Background: an optimization exercise with open tools, aiming at a short achievable clock period and few clock cycles. Do not read the settings as production practice. Only simulation tests tie the RTL to the original design; equivalence was not proved. No activity file was given, so power comes from the tool's default toggle rates.

## flow/design.v

```verilog
`default_nettype none
package lc4_pkg;
   typedef logic [16-1:0] word_t;
   typedef logic [3-1:0] rsel_t;
   typedef logic [2:0]             nzp_t;   
   typedef enum logic [3:0] {
      OP_BR    = 4'b0000,
      OP_ARITH = 4'b0001,
      OP_LOGIC = 4'b0101,
      OP_LDR   = 4'b0110,
      OP_STR   = 4'b0111,
      OP_CONST = 4'b1001,
      OP_JMP   = 4'b1100
   } opcode_e;
   typedef enum logic [1:0] {
      STALL_NONE  = 2'd0,
      STALL_FLUSH = 2'd2,   
      STALL_LOAD  = 2'd3    
   } stall_e;
endpackage
`default_nettype wire
`timescale 1ns/100ps
`default_nettype none
module lc4_c_inv   (input wire a, output wire y); assign y = ~a; endmodule
module lc4_c_buf   (input wire a, output wire y); assign y = a; endmodule
module lc4_c_nand2 (input wire a, input wire b, output wire y); assign y = ~(a & b); endmodule
module lc4_c_nor2  (input wire a, input wire b, output wire y); assign y = ~(a | b); endmodule
module lc4_c_xor2  (input wire a, input wire b, output wire y); assign y = a ^ b; endmodule
module lc4_c_xnor2 (input wire a, input wire b, output wire y); assign y = ~(a ^ b); endmodule
module lc4_c_nand3 (input wire a, input wire b, input wire c, output wire y);
   assign y = ~(a & b & c);
endmodule
module lc4_c_nand4 (input wire a, input wire b, input wire c, input wire d, output wire y);
   assign y = ~(a & b & c & d);
endmodule
module lc4_c_nor4  (input wire a, input wire b, input wire c, input wire d, output wire y);
   assign y = ~(a | b | c | d);
endmodule
module lc4_c_aoi21 (input wire a1, input wire a2, input wire b, output wire y);
   assign y = ~((a1 & a2) | b);
endmodule
module lc4_c_oai21 (input wire a1, input wire a2, input wire b, output wire y);
   assign y = ~((a1 | a2) & b);
endmodule
module lc4_c_aoi22 (input wire a1, input wire a2, input wire b1, input wire b2, output wire y);
   assign y = ~((a1 & a2) | (b1 & b2));
endmodule
module lc4_c_aoi222 (input wire a1, input wire a2, input wire b1, input wire b2,
                     input wire c1, input wire c2, output wire y);
   assign y = ~((a1 & a2) | (b1 & b2) | (c1 & c2));
endmodule
module lc4_c_mux2  (input wire s, input wire a0, input wire a1, output wire y);
   assign y = s ? a1 : a0;
endmodule
module lc4_ks_carry (
   input  wire [15:0] g,
   input  wire [15:0] t,
   output wire [15:0] c
);
   wire [15:0] g1n, t1n, g2, t2, g3n, t3n;
   genvar k;
   generate
      for (k = 0; k < 16; k++) begin : l1   
         if (k >= 1) begin : f
            lc4_c_aoi21 ug (.a1(t[k]), .a2(g[k-1]), .b(g[k]), .y(g1n[k]));
            lc4_c_nand2 ut (.a(t[k]), .b(t[k-1]), .y(t1n[k]));
         end else begin : p
            lc4_c_inv   ug (.a(g[k]), .y(g1n[k]));
            assign t1n[k] = 1'b1;
         end
      end
      for (k = 0; k < 16; k++) begin : l2   
         if (k >= 2) begin : f
            lc4_c_oai21 ug (.a1(t1n[k]), .a2(g1n[k-2]), .b(g1n[k]), .y(g2[k]));
            lc4_c_nor2  ut (.a(t1n[k]), .b(t1n[k-2]), .y(t2[k]));
         end else begin : p
            lc4_c_inv   ug (.a(g1n[k]), .y(g2[k]));
            assign t2[k] = 1'b0;
         end
      end
      for (k = 0; k < 16; k++) begin : l3   
         if (k >= 4) begin : f
            lc4_c_aoi21 ug (.a1(t2[k]), .a2(g2[k-4]), .b(g2[k]), .y(g3n[k]));
            lc4_c_nand2 ut (.a(t2[k]), .b(t2[k-4]), .y(t3n[k]));
         end else begin : p
            lc4_c_inv   ug (.a(g2[k]), .y(g3n[k]));
            assign t3n[k] = 1'b1;
         end
      end
      for (k = 0; k < 16; k++) begin : l4   
         if (k >= 8) begin : f
            lc4_c_oai21 ug (.a1(t3n[k]), .a2(g3n[k-8]), .b(g3n[k]), .y(c[k]));
         end else begin : p
            lc4_c_inv   ug (.a(g3n[k]), .y(c[k]));
         end
      end
   endgenerate
endmodule
module lc4_c_mux2i (input wire s, input wire a0, input wire a1, output wire y);
   assign y = ~(s ? a1 : a0);
endmodule
module lc4_hold #(parameter int W = 16) (
   input  wire         en,
   input  wire [W-1:0] q,    
   input  wire [W-1:0] d,    
   output wire [W-1:0] y
);
   genvar i;
   generate
      for (i = 0; i < W; i++) begin : bit_g
         lc4_c_mux2 um (.s(en), .a0(q[i]), .a1(d[i]), .y(y[i]));
      end
   endgenerate
endmodule
module lc4_bufv #(parameter int W = 16) (
   input  wire [W-1:0] a,
   output wire [W-1:0] y
);
   genvar i;
   generate
      for (i = 0; i < W; i++) begin : bit_g
         lc4_c_buf ub (.a(a[i]), .y(y[i]));
      end
   endgenerate
endmodule
module lc4_inc16 (
   input  wire [15:0] a,
   output wire [15:0] s
);
   wire [15:0] n1, p2, n3, p4;
   genvar i;
   generate
      for (i = 0; i < 16; i++) begin : bit_g
         if (i >= 1) begin : l1f lc4_c_nand2 u (.a(a[i]), .b(a[i-1]), .y(n1[i])); end
         else        begin : l1p lc4_c_inv   u (.a(a[i]), .y(n1[i])); end
         if (i >= 2) begin : l2f lc4_c_nor2  u (.a(n1[i]), .b(n1[i-2]), .y(p2[i])); end
         else        begin : l2p lc4_c_inv   u (.a(n1[i]), .y(p2[i])); end
         if (i >= 4) begin : l3f lc4_c_nand2 u (.a(p2[i]), .b(p2[i-4]), .y(n3[i])); end
         else        begin : l3p lc4_c_inv   u (.a(p2[i]), .y(n3[i])); end
         if (i >= 8) begin : l4f lc4_c_nor2  u (.a(n3[i]), .b(n3[i-8]), .y(p4[i])); end
         else        begin : l4p lc4_c_inv   u (.a(n3[i]), .y(p4[i])); end
         if (i >= 1) begin : sf  lc4_c_xor2  u (.a(a[i]), .b(p4[i-1]), .y(s[i])); end
         else        begin : sp  lc4_c_inv   u (.a(a[i]), .y(s[i])); end
      end
   endgenerate
endmodule
module lc4_ks_carry_n (
   input  wire [15:0] gn,
   input  wire [15:0] tn,
   output wire [15:0] cn
);
   wire [15:0] g1, t1, g2n, t2n, g3, t3;
   genvar k;
   generate
      for (k = 0; k < 16; k++) begin : l1   
         if (k >= 1) begin : f
            lc4_c_oai21 ug (.a1(tn[k]), .a2(gn[k-1]), .b(gn[k]), .y(g1[k]));
            lc4_c_nor2  ut (.a(tn[k]), .b(tn[k-1]), .y(t1[k]));
         end else begin : p
            lc4_c_inv   ug (.a(gn[k]), .y(g1[k]));
            assign t1[k] = 1'b0;
         end
      end
      for (k = 0; k < 16; k++) begin : l2   
         if (k >= 2) begin : f
            lc4_c_aoi21 ug (.a1(t1[k]), .a2(g1[k-2]), .b(g1[k]), .y(g2n[k]));
            lc4_c_nand2 ut (.a(t1[k]), .b(t1[k-2]), .y(t2n[k]));
         end else begin : p
            lc4_c_inv   ug (.a(g1[k]), .y(g2n[k]));
            assign t2n[k] = 1'b1;
         end
      end
      for (k = 0; k < 16; k++) begin : l3   
         if (k >= 4) begin : f
            lc4_c_oai21 ug (.a1(t2n[k]), .a2(g2n[k-4]), .b(g2n[k]), .y(g3[k]));
            lc4_c_nor2  ut (.a(t2n[k]), .b(t2n[k-4]), .y(t3[k]));
         end else begin : p
            lc4_c_inv   ug (.a(g2n[k]), .y(g3[k]));
            assign t3[k] = 1'b0;
         end
      end
      for (k = 0; k < 16; k++) begin : l4   
         if (k >= 8) begin : f
            lc4_c_aoi21 ug (.a1(t3[k]), .a2(g3[k-8]), .b(g3[k]), .y(cn[k]));
         end else begin : p
            lc4_c_inv   ug (.a(g3[k]), .y(cn[k]));
         end
      end
   endgenerate
endmodule
module lc4_add16 (
   input  wire [15:0] a,
   input  wire [15:0] b,
   input  wire        ci,
   output wire [15:0] s
);
   wire [15:0] gn, tn, x, cn;
   wire        cin_n;
   genvar i;
   generate
      for (i = 0; i < 16; i++) begin : bit_g
         lc4_c_nand2 ug (.a(a[i]), .b(b[i]), .y(gn[i]));
         lc4_c_nor2  ut (.a(a[i]), .b(b[i]), .y(tn[i]));
         lc4_c_xor2  ux (.a(a[i]), .b(b[i]), .y(x[i]));
         lc4_c_xnor2 us (.a(x[i]), .b(cn[i]), .y(s[i]));
      end
   endgenerate
   lc4_c_inv uci (.a(ci), .y(cin_n));
   lc4_ks_carry_n uc (.gn({gn[14:0], cin_n}), .tn({tn[14:0], 1'b1}), .cn(cn));
endmodule
module lc4_pcmux_bit (
   input  wire s9, t9, s11, t11,
   input  wire rest_n,   
   output wire y
);
   wire tn;
   lc4_c_aoi22 ua (.a1(s9), .a2(t9), .b1(s11), .b2(t11), .y(tn));
   lc4_c_nand2 un (.a(tn), .b(rest_n), .y(y));
endmodule
module lc4_alu_bit (
   input  wire m,            
   input  wire mb,           
   input  wire ld,           
   input  wire a_reg,        
   input  wire b_reg,        
   input  wire sub,          
   input  wire sa_m, sa_l, sa_r,   
   input  wire sb_m, sb_l, sb_r,   
   input  wire op_add, op_addxor, op_xor, op_and, op_or,
   input  wire s_nxt,        
   output wire gn,           
   output wire tn,           
   output wire x,            
   output wire y0n,          
   output wire y1n,          
   output wire z0n,          
   output wire z1n           
);
   wire a1, a2, a3, b1, b2, b3, a, b, bs, g, t, y0, y1;
   lc4_c_nand2 ua1 (.a(sa_m), .b(m), .y(a1));
   lc4_c_nand2 ua2 (.a(sa_l), .b(ld), .y(a2));
   lc4_c_nand2 ua3 (.a(sa_r), .b(a_reg), .y(a3));
   lc4_c_nand3 ua  (.a(a1), .b(a2), .c(a3), .y(a));
   lc4_c_xor2  us  (.a(b_reg), .b(sub), .y(bs));
   lc4_c_nand2 ub1 (.a(sb_m), .b(mb), .y(b1));
   lc4_c_nand2 ub2 (.a(sb_l), .b(ld), .y(b2));
   lc4_c_nand2 ub3 (.a(sb_r), .b(bs), .y(b3));
   lc4_c_nand3 ub  (.a(b1), .b(b2), .c(b3), .y(b));
   lc4_c_nand2 ug  (.a(a), .b(b), .y(gn));
   lc4_c_nor2  ut  (.a(a), .b(b), .y(tn));
   lc4_c_xor2  ux  (.a(a), .b(b), .y(x));
   assign g   = ~gn;
   assign t   = ~tn;
   assign y0  = (op_addxor & x) | (op_and & g) | (op_or & t);
   assign y1  = (op_add & ~x) | (op_xor & x) | (op_and & g) | (op_or & t);
   assign y0n = ~y0;
   assign y1n = ~y1;
   assign z0n = ~(y0 ^ s_nxt);
   assign z1n = ~(y1 ^ s_nxt);
endmodule
module lc4_alu (
   input  wire [15:0] i_m,
   input  wire [15:0] i_mb,
   input  wire [15:0] i_ld,
   input  wire [15:0] i_a,
   input  wire [15:0] i_b,
   input  wire [15:0] i_sa_m, i_sa_l, i_sa_r,          
   input  wire [15:0] i_sb_m, i_sb_l, i_sb_r,
   input  wire [15:0] i_subv,                          
   input  wire        i_sub,
   input  wire        i_op_add, i_op_addxor, i_op_xor, i_op_and, i_op_or,
   input  wire        i_s_nxt,
   output wire [15:0] o_res,
   output wire [15:0] o_resb,
   output wire        o_zero
);
   wire [15:0] gn, tn, x, y0n, y1n, z0n, z1n, cn, e;
   wire [3:0]  za_n, zl_n;
   wire        z_add, z_log, sub_n;
   genvar i;
   generate
      for (i = 0; i < 16; i++) begin : bit_g
         lc4_alu_bit ub (
            .m(i_m[i]), .mb(i_mb[i]), .ld(i_ld[i]), .a_reg(i_a[i]), .b_reg(i_b[i]),
            .sub(i_subv[i]), .sa_m(i_sa_m[i]), .sa_l(i_sa_l[i]), .sa_r(i_sa_r[i]),
            .sb_m(i_sb_m[i]), .sb_l(i_sb_l[i]), .sb_r(i_sb_r[i]),
            .op_add(i_op_add), .op_addxor(i_op_addxor), .op_xor(i_op_xor),
            .op_and(i_op_and), .op_or(i_op_or), .s_nxt(i_s_nxt),
            .gn(gn[i]), .tn(tn[i]), .x(x[i]), .y0n(y0n[i]), .y1n(y1n[i]), .z0n(z0n[i]),
            .z1n(z1n[i])
         );
         lc4_c_mux2i ur (.s(cn[i]), .a0(y1n[i]), .a1(y0n[i]), .y(o_res[i]));
         lc4_c_mux2i uq (.s(cn[i]), .a0(z1n[i]), .a1(z0n[i]), .y(o_resb[i]));
         if (i == 0) begin : z0
            lc4_c_xnor2 ue (.a(x[i]), .b(i_sub), .y(e[i]));
         end else begin : zn
            lc4_c_xor2  ue (.a(x[i]), .b(tn[i-1]), .y(e[i]));
         end
      end
      for (i = 0; i < 4; i++) begin : zt
         lc4_c_nand4 ua (.a(e[4*i]), .b(e[4*i+1]), .c(e[4*i+2]), .d(e[4*i+3]), .y(za_n[i]));
         lc4_c_nand4 ul (.a(y0n[4*i]), .b(y0n[4*i+1]), .c(y0n[4*i+2]), .d(y0n[4*i+3]),
                         .y(zl_n[i]));
      end
   endgenerate
   lc4_c_nor4 uza (.a(za_n[0]), .b(za_n[1]), .c(za_n[2]), .d(za_n[3]), .y(z_add));
   lc4_c_nor4 uzl (.a(zl_n[0]), .b(zl_n[1]), .c(zl_n[2]), .d(zl_n[3]), .y(z_log));
   lc4_c_mux2 uz  (.s(i_op_add), .a0(z_log), .a1(z_add), .y(o_zero));
   lc4_c_inv uci (.a(i_sub), .y(sub_n));
   lc4_ks_carry_n uc (.gn({gn[14:0], sub_n}), .tn({tn[14:0], 1'b1}), .cn(cn));
endmodule
module lc4_fsel (
   input  wire brv,           
   input  wire m_setcc,       
   input  wire n, z,          
   input  wire mn, mz, mp,    
   input  wire misw,          
   input  wire stall,
   input  wire boot,
   input  wire [15:0] fi,     
   output wire mis,
   output wire s_alt, s_hold, s_t9, s_t11, s_seq
);
   wire mis_m, f_pred, f_j;
   lc4_fpred up (.i(fi), .y(f_pred));
   assign f_j    = fi[15];
   assign mis_m  = n ? mn : (z ? mz : mp);
   assign mis    = brv && (m_setcc ? mis_m : misw);
   assign s_alt  = mis;
   assign s_hold = !mis && (stall || !boot);
   assign s_t9   = !mis && !stall && boot && f_pred && !f_j;
   assign s_t11  = !mis && !stall && boot && f_pred && f_j;
   assign s_seq  = !mis && !stall && boot && !f_pred;
endmodule
module lc4_fpred (
   input  wire [15:0] i,
   output wire        y
);
   wire c, brc;
   assign c   = !i[13] && !i[12];
   assign brc = (i[8] && (i[11] || i[10] || i[9])) || (i[9] && (i[11] || i[10]));
   assign y   = c && ((i[15] && i[14] && i[11]) || (!i[15] && !i[14] && brc));
endmodule
`timescale 1ns/100ps
`default_nettype none
module lc4_pipeline (
   input  wire                 gwe,
   input  wire                 i_arst_n,
   output lc4_pkg::word_t      o_imem_addr,
   input  wire lc4_pkg::word_t i_imem_data,
   output lc4_pkg::word_t      o_dmem_addr,
   output logic                o_dmem_we,
   output lc4_pkg::word_t      o_dmem_wdata,
   input  wire lc4_pkg::word_t i_dmem_rdata,
   output lc4_pkg::stall_e     o_wb_stall,
   output lc4_pkg::word_t      o_wb_pc,
   output lc4_pkg::word_t      o_wb_insn,
   output logic                o_wb_rf_we,
   output lc4_pkg::rsel_t      o_wb_rf_wsel,
   output lc4_pkg::word_t      o_wb_rf_wdata,
   output logic                o_wb_nzp_we,
   output lc4_pkg::nzp_t       o_wb_nzp
);
   localparam int NS = 4;   
   function automatic logic [2:0] nzp_of(input logic [15:0] v);
      nzp_of = {v[15], v == 16'd0, !v[15] && (v != 16'd0)};
   endfunction
   function automatic logic [7:0] onehot(input logic [2:0] r);
      onehot = 8'd1 << r;
   endfunction
   logic [15:0] pc, pc_o, pc_a, pc_p1;   
   localparam logic [15:0] K_PC = 16'h8200;
   logic [15:0] pc_x, pc_ax;
   logic        r_boot;   
   logic        r_bub;   
   assign pc    = pc_x ^ K_PC;
   assign pc_a  = pc_ax ^ K_PC;
   assign o_wb_stall = r_bub ? lc4_pkg::STALL_FLUSH : lc4_pkg::STALL_NONE;
   logic        d_valid, stall_q;
   logic [15:0] d_pc, d_pcp1, d_bt, d_insn, d_imm_b;
   logic [7:0]  d_rs1h, d_rt1h, d_rd1h;
   logic        d_we, d_use_rs, d_use_rt, d_ldr, d_str, d_br, d_pred, d_sub;
   logic        d_op_add, d_op_addxor, d_op_and, d_op_or, d_op_xor;
   logic        x_valid;
   logic [15:0] x_pc, x_insn, x_a, x_b, x_sd, x_alt;
   logic [NS-1:0] x_sa_m, x_sa_l, x_sa_r, x_sb_m, x_sb_l, x_sb_r, x_subc;
   logic        x_bps;
   logic        x_we, x_ld, x_st, x_brv, x_pred;
   logic        x_mn, x_mz, x_mp;   
   logic        x_misw;             
   logic [2:0]  x_rd, x_mask;
   logic [7:0]  x_rd1h;
   logic        x_sub, x_op_add, x_op_addxor, x_op_and, x_op_or, x_op_xor;
   logic        m_valid, m_st_v;
   logic [15:0] m_pc, m_insn, m_res, m_mb, m_sd, m_addr;
   logic        m_we, m_ld, m_z, m_setcc;
   logic [2:0]  m_rd;
   logic [7:0]  m_rd1h;
   logic        w_valid;
   logic [15:0] w_val;
   logic        w_we;
   logic [2:0]  w_rd;
   logic [7:0]  w_rd1h;
   logic [15:0] rf [8];
   logic [2:0]  ccw;   
   assign o_imem_addr = pc_o;
   logic [15:0] fi;
   logic [3:0]  f_op;
   logic        f_arith, f_arith_ok, f_logic, f_ldr, f_str, f_const, f_br, f_jmp, f_not;
   logic        f_sub, f_we, f_use_rs, f_use_rt, f_triv, f_pred, f_hazard;
   logic [15:0] f_imm_b, f_off9, f_off11;
   logic [15:0] f_tgt9, f_tgt11;
   assign fi         = i_imem_data;
   assign f_op       = fi[15:12];
   assign f_arith    = f_op == 4'b0001;
   assign f_arith_ok = f_arith && (fi[5] || !fi[3]);
   assign f_logic    = f_op == 4'b0101;
   assign f_ldr      = f_op == 4'b0110;
   assign f_str      = f_op == 4'b0111;
   assign f_const    = f_op == 4'b1001;
   assign f_br       = f_op == 4'b0000 && fi[11:9] != 3'b000;
   assign f_jmp      = f_op == 4'b1100 && fi[11];
   assign f_not      = f_logic && !fi[5] && fi[4:3] == 2'b01;
   assign f_sub      = f_arith && !fi[5] && fi[4:3] == 2'b10;
   assign f_we       = f_arith_ok || f_logic || f_ldr || f_const;
   assign f_use_rs   = f_arith_ok || f_logic || f_ldr || f_str;
   assign f_use_rt   = (f_arith_ok || f_logic) && !fi[5] && !f_not;
   assign f_triv     = fi[15] ? (fi[10:0] == 11'd0) : (fi[8:0] == 9'd0);
   lc4_fpred u_fpred (.i(fi), .y(f_pred));
   assign f_imm_b    = (f_ldr || f_str) ? {{10{fi[5]}}, fi[5:0]} :
                       f_const          ? {{7{fi[8]}}, fi[8:0]} :
                       f_not            ? 16'hFFFF :
                                          {{11{fi[4]}}, fi[4:0]};
   assign f_hazard   = (f_sub && fi[2:0] == d_insn[11:9]) || f_br;
   assign f_off9  = {{7{fi[8]}}, fi[8:0]};
   assign f_off11 = {{5{fi[10]}}, fi[10:0]};
   lc4_add16 u_t9   (.a(pc_a), .b(f_off9),  .ci(1'b1), .s(f_tgt9));
   lc4_add16 u_t11  (.a(pc_a), .b(f_off11), .ci(1'b1), .s(f_tgt11));
   lc4_inc16 u_inc  (.a(pc), .s(pc_p1));
   logic stall;
   assign stall = stall_q && d_valid;
   logic        mh_s, mh_t, mh_d, wh_s, wh_t, wh_d;
   logic        a_ld, a_m, a_w, a_rf, b_ld, b_m, b_w, b_rf, b_im, s_ld, s_m, s_w, s_rf;
   logic [15:0] rf_s, rf_t, rf_d;
   logic [15:0] a_nxt, b_nxt, sd_nxt;
   always_comb begin
      rf_s = '0;
      rf_t = '0;
      rf_d = '0;
      for (int k = 0; k < 8; k++) begin
         rf_s = rf_s | (d_rs1h[k] ? rf[k] : 16'd0);
         rf_t = rf_t | (d_rt1h[k] ? rf[k] : 16'd0);
         rf_d = rf_d | (d_rd1h[k] ? rf[k] : 16'd0);
      end
   end
   assign mh_s = m_valid && m_we && |(d_rs1h & m_rd1h);
   assign mh_t = m_valid && m_we && |(d_rt1h & m_rd1h);
   assign mh_d = m_valid && m_we && |(d_rd1h & m_rd1h);
   assign wh_s = w_valid && w_we && |(d_rs1h & w_rd1h);
   assign wh_t = w_valid && w_we && |(d_rt1h & w_rd1h);
   assign wh_d = w_valid && w_we && |(d_rd1h & w_rd1h);
   assign a_ld = d_use_rs && mh_s && m_ld;
   assign a_m  = d_use_rs && mh_s && !m_ld;
   assign a_w  = d_use_rs && !mh_s && wh_s;
   assign a_rf = d_use_rs && !mh_s && !wh_s;
   assign b_ld = d_use_rt && mh_t && m_ld;
   assign b_m  = d_use_rt && mh_t && !m_ld;
   assign b_w  = d_use_rt && !mh_t && wh_t;
   assign b_rf = d_use_rt && !mh_t && !wh_t;
   assign b_im = !d_use_rt;
   assign s_ld = mh_d && m_ld;
   assign s_m  = mh_d && !m_ld;
   assign s_w  = !mh_d && wh_d;
   assign s_rf = !mh_d && !wh_d;
   assign a_nxt  = ({16{a_ld}} & i_dmem_rdata) | ({16{a_m}} & m_res) |
                   ({16{a_w}} & w_val) | ({16{a_rf}} & rf_s);
   assign b_nxt  = ({16{b_ld}} & i_dmem_rdata) | ({16{b_m}} & m_res) |
                   ({16{b_w}} & w_val) | ({16{b_rf}} & rf_t) | ({16{b_im}} & d_imm_b);
   assign sd_nxt = ({16{s_ld}} & i_dmem_rdata) | ({16{s_m}} & m_res) |
                   ({16{s_w}} & w_val) | ({16{s_rf}} & rf_d);
   logic bpa_nxt, bpb_nxt, bla_nxt, blb_nxt;
   assign bpa_nxt = d_use_rs && x_valid && x_we && !x_ld && |(d_rs1h & x_rd1h);
   assign bpb_nxt = d_use_rt && x_valid && x_we && !x_ld && |(d_rt1h & x_rd1h);
   assign bla_nxt = d_use_rs && x_valid && x_ld && |(d_rs1h & x_rd1h);
   assign blb_nxt = d_use_rt && x_valid && x_ld && |(d_rt1h & x_rd1h);
   logic [NS-1:0] sa_m_nxt, sa_l_nxt, sa_r_nxt, sb_m_nxt, sb_l_nxt, sb_r_nxt, sub_nxt;
   genvar gi;
   generate
      for (gi = 0; gi < NS; gi++) begin : sel
         lc4_c_buf  u_sam (.a(bpa_nxt), .y(sa_m_nxt[gi]));
         lc4_c_buf  u_sal (.a(bla_nxt), .y(sa_l_nxt[gi]));
         lc4_c_nor2 u_sar (.a(bpa_nxt), .b(bla_nxt), .y(sa_r_nxt[gi]));
         lc4_c_buf  u_sbm (.a(bpb_nxt), .y(sb_m_nxt[gi]));
         lc4_c_buf  u_sbl (.a(blb_nxt), .y(sb_l_nxt[gi]));
         lc4_c_nor2 u_sbr (.a(bpb_nxt), .b(blb_nxt), .y(sb_r_nxt[gi]));
         lc4_c_buf u_sub (.a(d_sub),   .y(sub_nxt[gi]));
      end
   endgenerate
   logic [15:0] x_res, x_resb;
   logic [15:0] sa_m16, sa_l16, sa_r16, sb_m16, sb_l16, sb_r16, sub16;
   logic        x_zero;
   logic [2:0]  m_nzp_f;
   logic        x_mis;
   always_comb begin
      for (int i = 0; i < 16; i++) begin
         sa_m16[i] = x_sa_m[i / (16 / NS)];
         sa_l16[i] = x_sa_l[i / (16 / NS)];
         sa_r16[i] = x_sa_r[i / (16 / NS)];
         sb_m16[i] = x_sb_m[i / (16 / NS)];
         sb_l16[i] = x_sb_l[i / (16 / NS)];
         sb_r16[i] = x_sb_r[i / (16 / NS)];
         sub16[i]  = x_subc[i / (16 / NS)];
      end
   end
   lc4_alu u_alu (
      .i_m(m_res), .i_mb(m_mb), .i_ld(i_dmem_rdata), .i_a(x_a), .i_b(x_b),
      .i_sa_m(sa_m16), .i_sa_l(sa_l16), .i_sa_r(sa_r16),
      .i_sb_m(sb_m16), .i_sb_l(sb_l16), .i_sb_r(sb_r16), .i_subv(sub16),
      .i_sub(x_sub), .i_op_add(x_op_add), .i_op_addxor(x_op_addxor), .i_op_xor(x_op_xor),
      .i_op_and(x_op_and), .i_op_or(x_op_or), .i_s_nxt(d_sub),
      .o_res(x_res), .o_resb(x_resb), .o_zero(x_zero)
   );
   assign m_nzp_f = {m_res[15], m_z, !m_res[15] && !m_z};
   logic [2:0] ccw_nxt;
   assign ccw_nxt = !(m_valid && m_we) ? ccw : (m_ld ? nzp_of(i_dmem_rdata) : m_nzp_f);
   logic [7:0]  s_alt, s_hold, s_t9, s_t11, s_seq, mis_c;
   logic [15:0] pc_nxt, pc_nxt_o, pc_nxt_a, x_res_o;
   logic [15:0] pc_rest_n;
   logic        s_alt_c, s_hold_c, s_t9_c, s_t11_c, s_seq_c;
   lc4_fsel u_fsel_c (
      .brv(x_brv), .m_setcc(m_setcc), .n(m_res[15]), .z(m_z), .mn(x_mn), .mz(x_mz),
      .mp(x_mp), .misw(x_misw), .stall(stall), .boot(r_boot), .fi(fi),
      .mis(x_mis), .s_alt(s_alt_c), .s_hold(s_hold_c), .s_t9(s_t9_c), .s_t11(s_t11_c),
      .s_seq(s_seq_c)
   );
   generate
      for (gi = 0; gi < 8; gi++) begin : fs
         lc4_fsel u_fsel (
            .brv(x_brv), .m_setcc(m_setcc), .n(m_res[15]), .z(m_z), .mn(x_mn), .mz(x_mz),
            .mp(x_mp), .misw(x_misw), .stall(stall), .boot(r_boot), .fi(fi),
            .mis(mis_c[gi]), .s_alt(s_alt[gi]), .s_hold(s_hold[gi]),
            .s_t9(s_t9[gi]), .s_t11(s_t11[gi]), .s_seq(s_seq[gi])
         );
      end
   endgenerate
   generate
      for (gi = 0; gi < 16; gi++) begin : pcm
         assign pc_rest_n[gi]   = ~((s_alt[gi/2] & x_alt[gi]) | (s_hold[gi/2] & pc[gi]) |
                                    (s_seq[gi/2] & pc_p1[gi]));
         lc4_pcmux_bit u_pc (.s9(s_t9[gi/2]), .t9(f_tgt9[gi]), .s11(s_t11[gi/2]),
                             .t11(f_tgt11[gi]), .rest_n(pc_rest_n[gi]), .y(pc_nxt[gi]));
      end
   endgenerate
   lc4_bufv #(16) u_pco (.a(pc_nxt), .y(pc_nxt_o));
   lc4_bufv #(16) u_pca (.a(pc_nxt), .y(pc_nxt_a));
   lc4_bufv #(16) u_mad (.a(x_res), .y(x_res_o));
   logic [15:0] m_val_o;
   lc4_bufv #(16) u_mvo (.a(m_ld ? i_dmem_rdata : m_res), .y(m_val_o));
   localparam int DW = 5 * 16 + 3 * 8 + 13;
   logic [DW-1:0] d_cur, d_new, d_nxt;
   assign d_cur = {d_insn, d_pc, d_pcp1, d_bt, d_imm_b, d_rs1h, d_rt1h,
                   d_rd1h, d_we, d_use_rs, d_use_rt, d_ldr, d_str, d_br, d_pred, d_sub,
                   d_op_add, d_op_addxor, d_op_and, d_op_or, d_op_xor};
   assign d_new = {fi, pc, pc_p1, f_tgt9, f_imm_b, onehot(fi[8:6]),
                   onehot(fi[2:0]), onehot(fi[11:9]), f_we, f_use_rs, f_use_rt, f_ldr,
                   f_str, f_br && !f_triv, f_pred, f_sub, !f_logic && !f_const,
                   (!f_logic && !f_const) || (f_logic && !fi[5] && fi[3]),
                   f_logic && (fi[5] || fi[4:3] == 2'b00),
                   f_const || (f_logic && !fi[5] && fi[4:3] == 2'b10),
                   f_logic && !fi[5] && fi[3]};
   lc4_hold #(DW) u_dhold (.en(!stall), .q(d_cur), .d(d_new), .y(d_nxt));
   logic [15:0] rf_nxt [8];
   generate
      for (gi = 0; gi < 8; gi++) begin : rfw
         lc4_hold #(16) u_h (.en(w_valid && w_we && w_rd1h[gi]), .q(rf[gi]), .d(w_val),
                             .y(rf_nxt[gi]));
      end
   endgenerate
   always_ff @(posedge gwe or negedge i_arst_n) begin
      if (!i_arst_n) begin
         pc_x    <= '0;
         r_boot  <= 1'b0;
         pc_ax   <= '0;
         d_valid <= 1'b0;
         stall_q <= 1'b0;
         x_valid <= 1'b0;
         x_brv   <= 1'b0;
         m_valid <= 1'b0;
         w_valid <= 1'b0;
         ccw     <= 3'b000;
         for (int k = 0; k < 8; k++) rf[k] <= '0;
      end else begin
         pc_x   <= pc_nxt ^ K_PC;
         r_boot <= 1'b1;
         pc_ax   <= pc_nxt_a ^ K_PC;
         if (x_mis) begin
            d_valid <= 1'b0;
         end else if (!stall) begin
            d_valid <= r_boot;
         end
         stall_q <= !stall && d_valid && d_ldr && f_hazard;
         x_valid <= d_valid && !stall && !x_mis;
         x_brv   <= d_valid && !stall && !x_mis && d_br;
         m_valid <= x_valid;
         w_valid <= m_valid;
         for (int k = 0; k < 8; k++) rf[k] <= rf_nxt[k];
         if (m_valid && m_we) ccw <= m_ld ? nzp_of(i_dmem_rdata) : m_nzp_f;
      end
   end
   always_ff @(posedge gwe) begin
      pc_o        <= pc_nxt_o;
      m_st_v      <= x_valid && x_st;
      r_bub       <= !m_valid;
      o_wb_rf_we  <= m_valid && m_we;
      o_wb_nzp_we <= m_valid && m_we;
   end
   always_ff @(posedge gwe) begin
      {d_insn, d_pc, d_pcp1, d_bt, d_imm_b, d_rs1h, d_rt1h, d_rd1h, d_we,
       d_use_rs, d_use_rt, d_ldr, d_str, d_br, d_pred, d_sub, d_op_add, d_op_addxor,
       d_op_and, d_op_or, d_op_xor} <= d_nxt;
      x_pc     <= d_pc;
      x_insn   <= d_insn;
      x_a      <= a_nxt;
      x_b      <= b_nxt;
      x_sd     <= sd_nxt;
      x_sa_m   <= sa_m_nxt;
      x_sa_l   <= sa_l_nxt;
      x_sa_r   <= sa_r_nxt;
      x_sb_m   <= sb_m_nxt;
      x_sb_l   <= sb_l_nxt;
      x_sb_r   <= sb_r_nxt;
      x_subc   <= sub_nxt;
      x_bps    <= d_str && x_valid && x_we && |(d_rd1h & x_rd1h);
      x_alt    <= d_pred ? d_pcp1 : d_bt;
      x_we     <= d_we;
      x_ld     <= d_ldr;
      x_st     <= d_str;
      x_mn     <= d_insn[11] != d_pred;
      x_mz     <= d_insn[10] != d_pred;
      x_mp     <= d_insn[9] != d_pred;
      x_misw   <= |(d_insn[11:9] & ccw_nxt) != d_pred;
      x_pred   <= d_pred;
      x_rd     <= d_insn[11:9];
      x_rd1h   <= d_rd1h;
      x_mask   <= d_insn[11:9];
      x_sub    <= d_sub;
      x_op_add    <= d_op_add;
      x_op_addxor <= d_op_addxor;
      x_op_and    <= d_op_and;
      x_op_or     <= d_op_or;
      x_op_xor    <= d_op_xor;
      m_pc   <= x_pc;
      m_insn <= x_insn;
      m_res  <= x_res;
      m_addr <= x_res_o;
      m_mb   <= x_resb;
      m_z    <= x_zero;
      m_sd   <= x_bps ? (m_ld ? i_dmem_rdata : m_res) : x_sd;
      m_we   <= x_we;
      m_setcc <= x_valid && x_we;
      m_ld   <= x_ld;
      m_rd   <= x_rd;
      m_rd1h <= x_rd1h;
      w_val  <= m_ld ? i_dmem_rdata : m_res;
      w_we   <= m_we;
      w_rd   <= m_rd;
      w_rd1h <= m_rd1h;
      o_wb_pc       <= m_pc;
      o_wb_insn     <= m_insn;
      o_wb_rf_wsel  <= m_rd;
      o_wb_rf_wdata <= m_val_o;
      o_wb_nzp      <= m_ld ? nzp_of(i_dmem_rdata) : m_nzp_f;
   end
   assign o_dmem_addr  = m_addr;
   assign o_dmem_we    = m_st_v;
   assign o_dmem_wdata = m_sd;
endmodule
`default_nettype wire
```

## flow/run.sh

```bash
#!/bin/bash
# synth_recipe.tcl (not shown) runs the flow's synth.tcl, then flattens the netlist and writes it again
# the make line also repeats each setting of config.mk as NAME=value (left out here)
make -C /OpenROAD-flow-scripts/flow DESIGN_CONFIG=/design/flow/config.mk WORK_HOME=/design/flow/orfs CLKGATE_MAP_FILE= SYNTH_SCRIPT=/design/flow/synth_recipe.tcl finish
```

## flow/config.mk

```make
export PLATFORM = sky130hd
export DESIGN_NAME = lc4_pipeline
export DESIGN_NICKNAME = lc4_pipeline
export VERILOG_FILES = /design/flow/design.v
export SDC_FILE = /design/flow/constraint.sdc
export NUM_CORES = 4
export LEC_CHECK = 0
export CAP_MARGIN = 20
export CORE_MARGIN = 2
export CORE_UTILIZATION = 40
export SETUP_SLACK_MARGIN = 3.0
export SLEW_MARGIN = 20
export SYNTH_HIERARCHICAL = 1
export SYNTH_MINIMUM_KEEP_SIZE = 0
```

## flow/constraint.sdc

```tcl
create_clock -name core_clock -period 5.0 [get_ports {gwe}]
set_input_delay 1.0000 -clock core_clock [delete_from_list [all_inputs] [get_ports {gwe}]]
set_output_delay 1.0000 -clock core_clock [all_outputs]
set_load 0.01 [all_outputs]
```

==> results list, run 1 <==
* Final clock skew: approximately 0.035 ns
- Worst Reg-to-Reg Cells: 9
- In this run the worst setup path begins at x_subc[0]$_DFF_P_.
- Dividing the detail-routed wire length by the instance count gives 25.45 um.
* Critical path arrival: 2.59 ns
* RD Place Congestion: between 0.9 and 1
- # clock sinks: 635
* Clock-pin transition on the worst setup and hold timing paths: 0.06 ns
- Total of buffers placed on input and output ports: 139
- Ranked by flip-flop count, first place goes to rf.
- The via count of the first global-routing pass was 23930.
* Largest net degree at the start of global routing: around 110
- Total stage count of the critical path: 9
* Max reg flops: 128
- I/O pin count: 141
- Path category of the worst min-delay check: register to register
- Capture point of the critical path: m_addr[12]$_DFF_P_
* Final routed wirelength across all metal layers: 101500 um
* Setup-failing EPs final: 0
- After global routing the overflow that remains totals 0.
- DRC Markers: 0
- Counting every instance in the synthesized netlist gives ~2800.
* Most used cells in the layout excluding fill and tap cells: 381 x sky130_fd_sc_hd__dfxtp_1, 247 x sky130_fd_sc_hd__mux2_4, 218 x sky130_fd_sc_hd__nand2_1
* Most common cell after layout, fill and taps aside: sky130_fd_sc_hd__dfxtp_1
- Dividing the detail-routed via count by the number of cells gives 5.916.
- The number of antenna violations at the first check in global routing came to 3.
- Slew at the pin closest to its max-slew limit: 0.8934 ns
* HPWL after detailed placement: 65330 um
* R2R Setup Slk: 2.90 ns
- Count of pins over their slew limit: 0
* Antenna cells: 0
- The largest individual stage delay along the critical path comes from the cell sky130_fd_sc_hd__mux2i_2.
- Number of hold violations in the final report: 0
- The clock reaches the later pin of the worst-skew pair after 0.64 ns.
- Path type of the worst setup path: register to register
- Cells with a size suffix above 1 make up 41.63% of the layout.
- Setup repair after global routing could not meet its margin everywhere.
- Dividing total power by cell area gives a power density of 451.2 nW/um2.
* Type of destination of the critical path: register
* Post-layout min period: 2.099 ns
- Number of H-tree levels: 3
* Netlist area before placement: around 30000 um2
- Counting the buffers created by CTS gives between 70 and 80.
* Wire length of the first global-routing pass: 150000 um
- Fill cells in the final layout number 6369.
- For this run, the detailed router's first-pass iteration total came to 9.
* Maximum buffer depth of the clock tree: 3
* Setup TNS after final layout: 0 ns
* Worst IR drop on VDD: 0.0003559 V
- The die covers 76010 um2.
- Number of buffer and inverter instances along the worst setup path: 0
* Root buf cell: sky130_fd_sc_hd__clkbuf_16
- Total routing resource utilization after global routing: about a quarter
- The average instance in the mapped netlist occupies 10.62 um2.
* Reg-to-reg critical path endpoint: m_addr[12]$_DFF_P_
* Post-layout nets: between 3000 and 4000
- Once detail routing completed, the nets flagged for antenna violations numbered 0.
* CTS tree: yes
- Layout Area Growth over Synthesis: 27.31%
* Site Rows: 99
- Final period util: 41.98%
- Post-CTS Hold Buffers: 0
- The region available for standard cell placement spans 72960 um2.
- The worst setup path is launched from a register.
* Number of warnings printed during yosys synthesis: 10
* Leakage: 15.79 nW
- Starting utilization of the core area: 40.47%
- Worst hold slack: 0.3134 ns
* Total number of vias: 23590
- Req. time, crit path: 5.49 ns
- In this run the critical register-to-register path is launched from x_subc[0]$_DFF_P_.
- Die extent in x: 275.7 um
- The cell family contributing the most delay on the critical path is compound AO/OA/AOI/OAI gates.
- Across the run, the number of max-cap violations was 0.
- Highest achievable clock rate: 476.4 MHz
* Chip height: roughly 280 um
* Run status: timing/DRC/antenna clean
- In this run the tightest slew margin relative to its limit is between 40% and 50%.
- The largest single stage delay on the critical path is between 0.3 and 0.4 ns.
* Violation count after the first detailed-routing iteration: 2759
- CP max FO: 5
- CP Cell Sequence: xor2_1 -> nand2_1 -> nand3_4 -> nor2_4 -> o21ai_2 -> a21oi_2 -> o21ai_2 -> a21oi_2 -> mux2i_2
per-stage QoR:
stage               setup WS, ns  instances  area, um2  total power [mW]  util [%]
finish                     2.901       3988      37590             16.96     51.52
global route               2.858       3988      37590             17.67     51.52
CTS                        2.876       3952      36460             16.79     49.98
detailed placement         1.271       3741      32600             11.49     44.69
global placement           1.346       3741      32600             11.41     44.68
floorplan                  2.395       2782      30830             10.02         -
how the worst min path moves through the flow:
stage | startpoint | endpoint | cells after the start
3_3_place_gp | m_insn[5]$_DFF_P_ | o_wb_insn[5]$_DFF_P_ | 0
6_report | m_pc[0]$_DFF_P_ | o_wb_pc[0]$_DFF_P_ | 0
2_1_floorplan | x_insn[0]$_DFF_P_ | m_insn[0]$_DFF_P_ | 0
4_1_cts | x_insn[15]$_DFF_P_ | m_insn[15]$_DFF_P_ | 0
5_1_grt | m_pc[0]$_DFF_P_ | o_wb_pc[0]$_DFF_P_ | 0
3_5_place_dp | m_pc[13]$_DFF_P_ | o_wb_pc[13]$_DFF_P_ | 0
routing by layer:
layer | up-vias | GRT usage (%) | share of wire, %
met5 | - | 0 | 0
met4 | 0 | 11.23 | 4.8
met3 | 330 | 6.585 | 8.5
met2 | 1209 | 42.11 | 46
met1 | 11700 | 33.13 | 40
li1 | 10350 | - | -
final cells by class:
type,instances,area [um2],area share (%)
Timing Repair Buffer,294,2943,7.829
Tap cell,959,1200,3.192
Multi-Input combinational cell,1835,16960,45.11
Clock inverter,32,286.5,0.7622
Clock buffer,99,1973,5.249
Inverter,134,515.5,1.371
Sequential cell,635,13720,36.49
where the power goes:
group          total (mW)  internal [mW]  leakage, nW  switching, mW
registers            7.30           6.24         6.09           1.06
logic                4.58           2.22         8.60           2.36
clock network        5.08           2.86         1.10           2.22
what timing repair did:
action | CTS | global route
cloned | 9 | 5
gates resized for setup | 881 | 193
buffers inserted | 71 | 31
pin swaps | 103 | 96
setup endpoints to repair | 394 | 257
Testbench counts, summed over its fixed seeds: cycles 9,517.
==> inputs of run 2 (changes only) <==
--- a/flow/design.v
+++ b/flow/design.v
@@ -210,12 +210,14 @@
 endmodule
 module lc4_pcmux_bit (
    input  wire s9, t9, s11, t11,
-   input  wire rest_n,   
+   input  wire sa, a, sb, b, sc, c, sd, d,
    output wire y
 );
-   wire tn;
-   lc4_c_aoi22 ua (.a1(s9), .a2(t9), .b1(s11), .b2(t11), .y(tn));
-   lc4_c_nand2 un (.a(tn), .b(rest_n), .y(y));
+   wire tn, abn, cdn;
+   lc4_c_aoi22 ut (.a1(s9), .a2(t9), .b1(s11), .b2(t11), .y(tn));
+   lc4_c_aoi22 ua (.a1(sa), .a2(a), .b1(sb), .b2(b), .y(abn));
+   lc4_c_aoi22 uc (.a1(sc), .a2(c), .b1(sd), .b2(d), .y(cdn));
+   lc4_c_nand3 un (.a(tn), .b(abn), .c(cdn), .y(y));
 endmodule
 module lc4_alu_bit (
    input  wire m,            
@@ -315,22 +317,29 @@
    input  wire n, z,          
    input  wire mn, mz, mp,    
    input  wire misw,          
+   input  wire dbr,           
+   input  wire dmn, dmz, dmp, dmisw,   
    input  wire stall,
    input  wire boot,
    input  wire [15:0] fi,     
    output wire mis,
-   output wire s_alt, s_hold, s_t9, s_t11, s_seq
+   output wire dmis,
+   output wire s_alt, s_dalt, s_hold, s_t9, s_t11, s_seq
 );
-   wire mis_m, f_pred, f_j;
+   wire mis_m, dmis_m, f_pred, f_j, go;
    lc4_fpred up (.i(fi), .y(f_pred));
    assign f_j    = fi[15];
    assign mis_m  = n ? mn : (z ? mz : mp);
    assign mis    = brv && (m_setcc ? mis_m : misw);
+   assign dmis_m = n ? dmn : (z ? dmz : dmp);
+   assign dmis   = dbr && (m_setcc ? dmis_m : dmisw);
+   assign go     = !mis && !dmis && !stall && boot;
    assign s_alt  = mis;
-   assign s_hold = !mis && (stall || !boot);
-   assign s_t9   = !mis && !stall && boot && f_pred && !f_j;
-   assign s_t11  = !mis && !stall && boot && f_pred && f_j;
-   assign s_seq  = !mis && !stall && boot && !f_pred;
+   assign s_dalt = !mis && dmis;
+   assign s_hold = !mis && !dmis && (stall || !boot);
+   assign s_t9   = go && f_pred && !f_j;
+   assign s_t11  = go && f_pred && f_j;
+   assign s_seq  = go && !f_pred;
 endmodule
 module lc4_fpred (
    input  wire [15:0] i,
@@ -338,7 +347,7 @@
 );
    wire c, brc;
    assign c   = !i[13] && !i[12];
-   assign brc = (i[8] && (i[11] || i[10] || i[9])) || (i[9] && (i[11] || i[10]));
+   assign brc = (i[8] && (i[11] || i[10] || i[9])) || (i[11] && i[10] && i[9]);
    assign y   = c && ((i[15] && i[14] && i[11]) || (!i[15] && !i[14] && brc));
 endmodule
 `timescale 1ns/100ps
@@ -368,21 +377,24 @@
    function automatic logic [7:0] onehot(input logic [2:0] r);
       onehot = 8'd1 << r;
    endfunction
-   logic [15:0] pc, pc_o, pc_a, pc_p1;   
+   logic [15:0] pc, pc_o, pc_p1;   
    localparam logic [15:0] K_PC = 16'h8200;
-   logic [15:0] pc_x, pc_ax;
+   localparam logic [15:0] K_P1 = 16'h8200 + 16'd1;
+   logic [15:0] pc_x, pc_p1x, pc_p1ax;
    logic        r_boot;   
+   logic [15:0] pc_p1a;   
    logic        r_bub;   
    assign pc    = pc_x ^ K_PC;
-   assign pc_a  = pc_ax ^ K_PC;
+   assign pc_p1 = pc_p1x ^ K_P1;
+   assign pc_p1a = pc_p1ax ^ K_P1;
    assign o_wb_stall = r_bub ? lc4_pkg::STALL_FLUSH : lc4_pkg::STALL_NONE;
    logic        d_valid, stall_q;
-   logic [15:0] d_pc, d_pcp1, d_bt, d_insn, d_imm_b;
+   logic [15:0] d_pc, d_pcp1, d_pcp2, d_insn, d_imm_b, d_bt, d_btp1;
    logic [7:0]  d_rs1h, d_rt1h, d_rd1h;
    logic        d_we, d_use_rs, d_use_rt, d_ldr, d_str, d_br, d_pred, d_sub;
    logic        d_op_add, d_op_addxor, d_op_and, d_op_or, d_op_xor;
    logic        x_valid;
-   logic [15:0] x_pc, x_insn, x_a, x_b, x_sd, x_alt;
+   logic [15:0] x_pc, x_insn, x_a, x_b, x_sd, x_alt, x_altp1;
    logic [NS-1:0] x_sa_m, x_sa_l, x_sa_r, x_sb_m, x_sb_l, x_sb_r, x_subc;
    logic        x_bps;
    logic        x_we, x_ld, x_st, x_brv, x_pred;
@@ -409,7 +421,7 @@
    logic        f_arith, f_arith_ok, f_logic, f_ldr, f_str, f_const, f_br, f_jmp, f_not;
    logic        f_sub, f_we, f_use_rs, f_use_rt, f_triv, f_pred, f_hazard;
    logic [15:0] f_imm_b, f_off9, f_off11;
-   logic [15:0] f_tgt9, f_tgt11;
+   logic [15:0] f_tgt9, f_tgt11, f_tgt9p1, f_tgt11p1, pc_p2;
    assign fi         = i_imem_data;
    assign f_op       = fi[15:12];
    assign f_arith    = f_op == 4'b0001;
@@ -434,10 +446,17 @@
    assign f_hazard   = (f_sub && fi[2:0] == d_insn[11:9]) || f_br;
    assign f_off9  = {{7{fi[8]}}, fi[8:0]};
    assign f_off11 = {{5{fi[10]}}, fi[10:0]};
-   lc4_add16 u_t9   (.a(pc_a), .b(f_off9),  .ci(1'b1), .s(f_tgt9));
-   lc4_add16 u_t11  (.a(pc_a), .b(f_off11), .ci(1'b1), .s(f_tgt11));
-   lc4_inc16 u_inc  (.a(pc), .s(pc_p1));
+   lc4_add16 u_t9   (.a(pc_p1a), .b(f_off9),  .ci(1'b0), .s(f_tgt9));
+   lc4_add16 u_t11  (.a(pc_p1a), .b(f_off11), .ci(1'b0), .s(f_tgt11));
+   lc4_add16 u_t9p  (.a(pc_p1), .b(f_off9),  .ci(1'b1), .s(f_tgt9p1));
+   lc4_add16 u_t11p (.a(pc_p1), .b(f_off11), .ci(1'b1), .s(f_tgt11p1));
+   lc4_inc16 u_inc  (.a(pc_p1), .s(pc_p2));
    logic stall;
+   logic [15:0] d_alt, d_altp1;
+   logic        d_mis, dbr, d_misw;
+   logic        d_valid_nxt, d_br_nxt;
+   assign d_alt   = d_pred ? d_pcp1 : d_bt;
+   assign d_altp1 = d_pred ? d_pcp2 : d_btp1;
    assign stall = stall_q && d_valid;
    logic        mh_s, mh_t, mh_d, wh_s, wh_t, wh_d;
    logic        a_ld, a_m, a_w, a_rf, b_ld, b_m, b_w, b_rf, b_im, s_ld, s_m, s_w, s_rf;
@@ -523,45 +542,57 @@
    assign m_nzp_f = {m_res[15], m_z, !m_res[15] && !m_z};
    logic [2:0] ccw_nxt;
    assign ccw_nxt = !(m_valid && m_we) ? ccw : (m_ld ? nzp_of(i_dmem_rdata) : m_nzp_f);
-   logic [7:0]  s_alt, s_hold, s_t9, s_t11, s_seq, mis_c;
-   logic [15:0] pc_nxt, pc_nxt_o, pc_nxt_a, x_res_o;
-   logic [15:0] pc_rest_n;
-   logic        s_alt_c, s_hold_c, s_t9_c, s_t11_c, s_seq_c;
+   logic [7:0]  s_alt, s_dalt, s_hold, s_t9, s_t11, s_seq, mis_c, dmis_c;
+   logic [15:0] pc_nxt, pc_nxt_o, pcp1_nxt, pcp1_nxt_a, x_res_o;
+   logic        s_alt_c, s_dalt_c, s_hold_c, s_t9_c, s_t11_c, s_seq_c;
+   logic        dmn, dmz, dmp;
+   assign dmn = d_insn[11] != d_pred;
+   assign dmz = d_insn[10] != d_pred;
+   assign dmp = d_insn[9] != d_pred;
    lc4_fsel u_fsel_c (
       .brv(x_brv), .m_setcc(m_setcc), .n(m_res[15]), .z(m_z), .mn(x_mn), .mz(x_mz),
-      .mp(x_mp), .misw(x_misw), .stall(stall), .boot(r_boot), .fi(fi),
-      .mis(x_mis), .s_alt(s_alt_c), .s_hold(s_hold_c), .s_t9(s_t9_c), .s_t11(s_t11_c),
-      .s_seq(s_seq_c)
+      .mp(x_mp), .misw(x_misw), .dbr(dbr), .dmn(dmn), .dmz(dmz), .dmp(dmp), .dmisw(d_misw),
+      .stall(stall), .boot(r_boot), .fi(fi),
+      .mis(x_mis), .dmis(d_mis), .s_alt(s_alt_c), .s_dalt(s_dalt_c), .s_hold(s_hold_c),
+      .s_t9(s_t9_c), .s_t11(s_t11_c), .s_seq(s_seq_c)
    );
    generate
       for (gi = 0; gi < 8; gi++) begin : fs
          lc4_fsel u_fsel (
             .brv(x_brv), .m_setcc(m_setcc), .n(m_res[15]), .z(m_z), .mn(x_mn), .mz(x_mz),
-            .mp(x_mp), .misw(x_misw), .stall(stall), .boot(r_boot), .fi(fi),
-            .mis(mis_c[gi]), .s_alt(s_alt[gi]), .s_hold(s_hold[gi]),
+            .mp(x_mp), .misw(x_misw), .dbr(dbr), .dmn(dmn), .dmz(dmz), .dmp(dmp),
+            .dmisw(d_misw), .stall(stall), .boot(r_boot), .fi(fi),
+            .mis(mis_c[gi]), .dmis(dmis_c[gi]), .s_alt(s_alt[gi]), .s_dalt(s_dalt[gi]),
+            .s_hold(s_hold[gi]),
             .s_t9(s_t9[gi]), .s_t11(s_t11[gi]), .s_seq(s_seq[gi])
          );
       end
    endgenerate
    generate
       for (gi = 0; gi < 16; gi++) begin : pcm
-         assign pc_rest_n[gi]   = ~((s_alt[gi/2] & x_alt[gi]) | (s_hold[gi/2] & pc[gi]) |
-                                    (s_seq[gi/2] & pc_p1[gi]));
          lc4_pcmux_bit u_pc (.s9(s_t9[gi/2]), .t9(f_tgt9[gi]), .s11(s_t11[gi/2]),
-                             .t11(f_tgt11[gi]), .rest_n(pc_rest_n[gi]), .y(pc_nxt[gi]));
+                             .t11(f_tgt11[gi]), .sa(s_alt[gi/2]), .a(x_alt[gi]),
+                             .sb(s_dalt[gi/2]), .b(d_alt[gi]), .sc(s_hold[gi/2]), .c(pc[gi]),
+                             .sd(s_seq[gi/2]), .d(pc_p1[gi]), .y(pc_nxt[gi]));
+         lc4_pcmux_bit u_p1 (.s9(s_t9[gi/2]), .t9(f_tgt9p1[gi]), .s11(s_t11[gi/2]),
+                             .t11(f_tgt11p1[gi]), .sa(s_alt[gi/2]), .a(x_altp1[gi]),
+                             .sb(s_dalt[gi/2]), .b(d_altp1[gi]), .sc(s_hold[gi/2]),
+                             .c(pc_p1[gi]), .sd(s_seq[gi/2]), .d(pc_p2[gi]), .y(pcp1_nxt[gi]));
       end
    endgenerate
    lc4_bufv #(16) u_pco (.a(pc_nxt), .y(pc_nxt_o));
-   lc4_bufv #(16) u_pca (.a(pc_nxt), .y(pc_nxt_a));
+   lc4_bufv #(16) u_p1a (.a(pcp1_nxt), .y(pcp1_nxt_a));
    lc4_bufv #(16) u_mad (.a(x_res), .y(x_res_o));
    logic [15:0] m_val_o;
    lc4_bufv #(16) u_mvo (.a(m_ld ? i_dmem_rdata : m_res), .y(m_val_o));
-   localparam int DW = 5 * 16 + 3 * 8 + 13;
+   assign d_valid_nxt = (x_mis || d_mis) ? 1'b0 : (stall ? d_valid : r_boot);
+   assign d_br_nxt    = stall ? d_br : (f_br && !f_triv);
+   localparam int DW = 7 * 16 + 3 * 8 + 13;
    logic [DW-1:0] d_cur, d_new, d_nxt;
-   assign d_cur = {d_insn, d_pc, d_pcp1, d_bt, d_imm_b, d_rs1h, d_rt1h,
+   assign d_cur = {d_insn, d_pc, d_pcp1, d_pcp2, d_bt, d_btp1, d_imm_b, d_rs1h, d_rt1h,
                    d_rd1h, d_we, d_use_rs, d_use_rt, d_ldr, d_str, d_br, d_pred, d_sub,
                    d_op_add, d_op_addxor, d_op_and, d_op_or, d_op_xor};
-   assign d_new = {fi, pc, pc_p1, f_tgt9, f_imm_b, onehot(fi[8:6]),
+   assign d_new = {fi, pc, pc_p1, pc_p2, f_tgt9, f_tgt9p1, f_imm_b, onehot(fi[8:6]),
                    onehot(fi[2:0]), onehot(fi[11:9]), f_we, f_use_rs, f_use_rt, f_ldr,
                    f_str, f_br && !f_triv, f_pred, f_sub, !f_logic && !f_const,
                    (!f_logic && !f_const) || (f_logic && !fi[5] && fi[3]),
@@ -580,11 +611,14 @@
       if (!i_arst_n) begin
          pc_x    <= '0;
          r_boot  <= 1'b0;
-         pc_ax   <= '0;
+         pc_p1x  <= '0;
+         pc_p1ax <= '0;
          d_valid <= 1'b0;
          stall_q <= 1'b0;
          x_valid <= 1'b0;
          x_brv   <= 1'b0;
+         dbr     <= 1'b0;
+         d_misw  <= 1'b0;
          m_valid <= 1'b0;
          w_valid <= 1'b0;
          ccw     <= 3'b000;
@@ -592,15 +626,17 @@
       end else begin
          pc_x   <= pc_nxt ^ K_PC;
          r_boot <= 1'b1;
-         pc_ax   <= pc_nxt_a ^ K_PC;
-         if (x_mis) begin
-            d_valid <= 1'b0;
-         end else if (!stall) begin
-            d_valid <= r_boot;
-         end
+         pc_p1x  <= pcp1_nxt ^ K_P1;
+         pc_p1ax <= pcp1_nxt_a ^ K_P1;
+         d_valid <= d_valid_nxt;
+         dbr     <= d_valid_nxt && d_br_nxt &&
+                    !(d_valid && !stall && !x_mis && d_we) &&   
+                    !(x_valid && x_we && x_ld);                 
          stall_q <= !stall && d_valid && d_ldr && f_hazard;
          x_valid <= d_valid && !stall && !x_mis;
-         x_brv   <= d_valid && !stall && !x_mis && d_br;
+         x_brv   <= d_valid && !stall && !x_mis && !d_mis && d_br;
+         d_misw  <= stall ? (|(d_insn[11:9] & ccw_nxt) != d_pred) :
+                            (|(fi[11:9] & ccw_nxt) != f_pred);
          m_valid <= x_valid;
          w_valid <= m_valid;
          for (int k = 0; k < 8; k++) rf[k] <= rf_nxt[k];
@@ -615,7 +651,7 @@
       o_wb_nzp_we <= m_valid && m_we;
    end
    always_ff @(posedge gwe) begin
-      {d_insn, d_pc, d_pcp1, d_bt, d_imm_b, d_rs1h, d_rt1h, d_rd1h, d_we,
+      {d_insn, d_pc, d_pcp1, d_pcp2, d_bt, d_btp1, d_imm_b, d_rs1h, d_rt1h, d_rd1h, d_we,
        d_use_rs, d_use_rt, d_ldr, d_str, d_br, d_pred, d_sub, d_op_add, d_op_addxor,
        d_op_and, d_op_or, d_op_xor} <= d_nxt;
       x_pc     <= d_pc;
@@ -631,7 +667,8 @@
       x_sb_r   <= sb_r_nxt;
       x_subc   <= sub_nxt;
       x_bps    <= d_str && x_valid && x_we && |(d_rd1h & x_rd1h);
-      x_alt    <= d_pred ? d_pcp1 : d_bt;
+      x_alt    <= d_alt;
+      x_altp1  <= d_altp1;
       x_we     <= d_we;
       x_ld     <= d_ldr;
       x_st     <= d_str;
==> run 2 against run 1 <==
  * Worst hold slack improved by 0.0065 ns
  * Largest power group unchanged
  * Count of clock-buffer cells in the layout rose by 6
  * Register-to-register slack barely moved
  * Sequential share of layout area fell by 3.3 points
  * Clock power rose by 16%
  * Combinational power rose by 56%
  * Routed wire length rose by 18%
  * Clock skew rose by 0.012 ns
  * Critical path type is now register to primary output
==> results list, run 2 <==
- Finished Core Util: 52.65% (+1.1 points)
* Via count of the first global-routing pass: 28240 (+18%)
* Layout filler cell count: 7632 (+20%)
* Total routing resource utilization after global routing: 25.69% (-0.42 points)
- Site Rows: 108 (+9.1%)
- Layout Area Growth over Synthesis: 30.36%
- Clock-pin transition on the worst setup and hold timing paths: 0.06 ns (about the same)
- The worst setup path is launched from a register.
* Core Region: 86750 um2 (+19%)
* Top register by number of flip-flops: rf
* Netlist area before placement: 35030 um2 (+19%)
- Antenna-violating nets left: 0 (unchanged)
- The total CTS buffers was 78 (+9.9%).
- Most used cells in the layout excluding fill and tap cells: 428 x sky130_fd_sc_hd__dfxtp_1, 281 x sky130_fd_sc_hd__mux2_4, 262 x sky130_fd_sc_hd__nand2_1
- Launch point of the critical path: o_wb_nzp[1]$_DFF_P_
- The maximum level of the CTS H-tree is 3 (unchanged).
- Number of warnings printed during yosys synthesis: 10 (unchanged)
- CP max stage delay: 0.40 ns (+0.03 ns)
- The required time at the endpoint of the critical path came to 4.00 ns (-1.49 ns).
* Largest net degree at the start of global routing: 74 (-35%)
* Setup-failing EPs final: 0 (unchanged)
- STA classifies the critical path endpoint as a primary output.
* Max reg flops: 128 (unchanged)
- The synthesized instance count is 3402 (+22%).
- The antenna cell count is 0 (unchanged).
* Final period util: 43.15% (+1.2 points)
- The total buffers and inverters traversed by the critical path came to 1 (+1).
- The width of the die is 300.0 um (+8.8%).
- Total congestion overflow: 0 (unchanged)
- Starting utilization of the core area: 40.38% (-0.085 points)
- Number of hold violations in the final report: 0 (unchanged)
- Worst Reg-to-Reg Cells: 8 (-1)
- The max-capacitance violation count came to 0 (unchanged).
- The arrival time at the worst endpoint came to 1.16 ns (-1.43 ns).
- Proportion of power drawn by combinational gates: 33.3% (+6.3 points)
* Unrepaired setup endpoints after global routing: yes
- The detailed-route wire length is 120100 um (+18%).
- The routability congestion estimate was 0.9479 (+1.7%).
- Post-layout nets: 3742 (+25%)
- The final period demand of the worst path is 2.158 ns (+0.05868 ns).
- Die outline area: 89970 um2 (+18%)
- Walking the worst path, the cells encountered are buf_6.
- Cell internal power dissipation: 13.82 mW (+22%)
- Clock tree synthesis selected as its root buffer the cell sky130_fd_sc_hd__clkbuf_16.
- The largest fanout on the critical path was 1 (-4).
- The worst-case setup margin in the final layout came to 2.842 ns (-0.05868 ns).
- Power density over cell area: 468.3 nW/um2 (+3.8%)
- Capture point of the critical path: o_wb_nzp[1]
* HPWL after detailed placement: 76830 um (+18%)
- DRC Markers: 0 (unchanged)
- The number of pins exceeding their max-slew limit in the final report was 0 (unchanged).
- Worst IR drop on VDD: 0.0003026 V (-15%)
- The fraction of power spent switching nets is 35.37% (+2.1 points).
* Clock latency (worst-skew pair): 0.66 ns (+0.02 ns)
- The library cell used most frequently in the layout, excluding fill and tap cells, is sky130_fd_sc_hd__dfxtp_1.
* Net Sw Power: 7.567 mW (+34%)
- The flip-flop and latch area is 15160 um2 (+10%).
- The total negative setup slack was 0 ns (unchanged).
- The register-to-register path setup slack was 2.89 ns (about the same).
- # clock sinks: 701 (+10%)
- Total number of vias: 28460 (+21%)
- Reg-to-reg critical path endpoint: pc_p1x[5]$_DFF_PN0_
- Highest achievable clock rate: 463.5 MHz (-2.7%)
- The relative contribution of sequential cells to total power came to 39.0% (-4.1 points).
- The maximum number of buffers from clock root to sink came to 3 (unchanged).
- The worst slack at placement came to 1.012 ns (-0.2590 ns).
* Average size of a mapped cell: 10.30 um2 (-3.0%)
- Share of cells above drive strength 1: 43.84% (+2.2 points)
- The relative slew slack is 41.09% (+0.65 points).
* Path category of the worst min-delay check: register to register
- CTS tree: yes
- The number of antenna violations at the first check in global routing came to 1 (-2).
- Final clock skew: 0.04646 ns (+0.01175 ns)
- I/O pin count: 141 (unchanged)
- Vias per std cell: 5.775 (-2.4%)
- The startpoint identified for the worst register-to-register timing path is stall_q$_DFF_PN0_.
* Total power consumption of the routed design: 21.39 mW (+26%)
- Broken down by cell family, the worst path's largest delay share belongs to flip-flops.
* Wire length of the first global-routing pass: 177300 um (+18%)
* Chip height: 300.0 um (+8.8%)
* Multi-input combinational cell area: 21540 um2 (+27%)
- The transition time of the tightest slew-check pin was 0.8836 ns (-0.009799 ns).
- The count of input and output buffers came to 139 (unchanged).
- Number of detailed-route iterations in the first pass: 6 (-3)
* WL/cell: 24.37 um (-4.3%)
* Slowest cell on the critical path: sky130_fd_sc_hd__dfxtp_4
* Total stage count of the critical path: 1 (-8)
- Path type of the worst setup path: register to primary output
- The run finished with no timing, DRC or antenna violations.
* Violation count after the first detailed-routing iteration: 2700 (-2.1%)
- Leakage: 19.01 nW (+20%)
* Clock group share of total power: 27.6% (-2.3 points)
run 2: what timing repair did:
item | 4_1_cts | 5_1_grt
buffers inserted | 137 | 54
pin swaps | 170 | 88
gates resized for setup | 1014 | 186
setup endpoints to repair | 437 | 282
hold buffers | 0 | 0
cloned | 13 | 3
run 2: power by group through the flow:
stage | clock network [mW] | registers [mW] | logic (mW)
after detailed placement | 0 | 8.38 | 6.23
after floorplan | 0 | 8.02 | 4.60
final | 5.91 | 8.35 | 7.13
after global placement | 0 | 8.38 | 6.21
after global routing | 6.25 | 8.51 | 7.58
after CTS | 6.01 | 8.32 | 6.71
run 2: layout make-up:
cell class,instances,area share (%)
Inverter,174,1.466
Clock inverter,40,0.9232
Timing Repair Buffer,405,9.183
Sequential cell,701,33.18
Multi-Input combinational cell,2348,47.15
Tap cell,1155,3.164
Clock buffer,105,4.926
run 2: worst min-delay path by stage:
stage                     cells past startpoint  slack [ns]                    to                from
after floorplan                               0        0.31     m_insn[0]$_DFF_P_   x_insn[0]$_DFF_P_
after global placement                        0        0.31    o_wb_pc[6]$_DFF_P_     m_pc[6]$_DFF_P_
after detailed placement                      0        0.31    m_insn[15]$_DFF_P_  x_insn[15]$_DFF_P_
after CTS                                     0        0.32  o_wb_insn[3]$_DFF_P_   m_insn[3]$_DFF_P_
after global routing                          0        0.32  o_wb_insn[3]$_DFF_P_   m_insn[3]$_DFF_P_
final                                         0        0.32  o_wb_insn[3]$_DFF_P_   m_insn[3]$_DFF_P_
run 2: metrics by stage:
step / instance area [um2] / hold WS (ns) / instances
finish: 45670 / 0.3199 / 4928
detailed placement: 38810 / 0.3121 / 4576
global placement: 38810 / 0.3100 / 4576
global route: 45670 / 0.3233 / 4928
CTS: 44380 / 0.3199 / 4871
floorplan: 36610 / 0.3096 / 3406
run 2: per-layer routing:
layer,wire (um),track usage (%)
met1,49530,33.01
met5,13,0
met4,5356,11.20
met3,8908,5.094
met2,56300,41.92
Testbench counts of run 2, summed over its fixed seeds: cycles 9,580.

[separate check: timing with driven ports]
The flow's constraints put no driver on any port. The routed layouts listed below were extracted and timed again, unchanged, in two steps. Step 1, drivers: a clkbuf_16 drives gwe and a buf_2 each remaining input, both assumed. Step 2 moves the port delays by t, midway between the first and last clock arrival at a register: inputs arrive t later, outputs are due t later. That takes back most of the time a late clock gives input paths. a / b / c = ideal / step 1 / step 2; a / b = the first two.
| run | t, ns | slack for setup (ns) | worst setup path at the end | latest minus earliest clock arrival (ns) | cell pins on the clock port's net |
|---|---|---|---|---|---|
| run 1 | 0.681 | 2.901 / 2.847 / 2.211 | input to register | 0.037 / 0.037 | 1 |
| run 2 | 0.702 | 2.842 / 2.689 / 1.987 | input to register | 0.049 / 0.048 | 1 |
After both steps setup and hold are still met in every run listed. The setup slack of run 2, which loses most, moves by -0.153 ns with the drivers and by -0.855 ns with both steps.
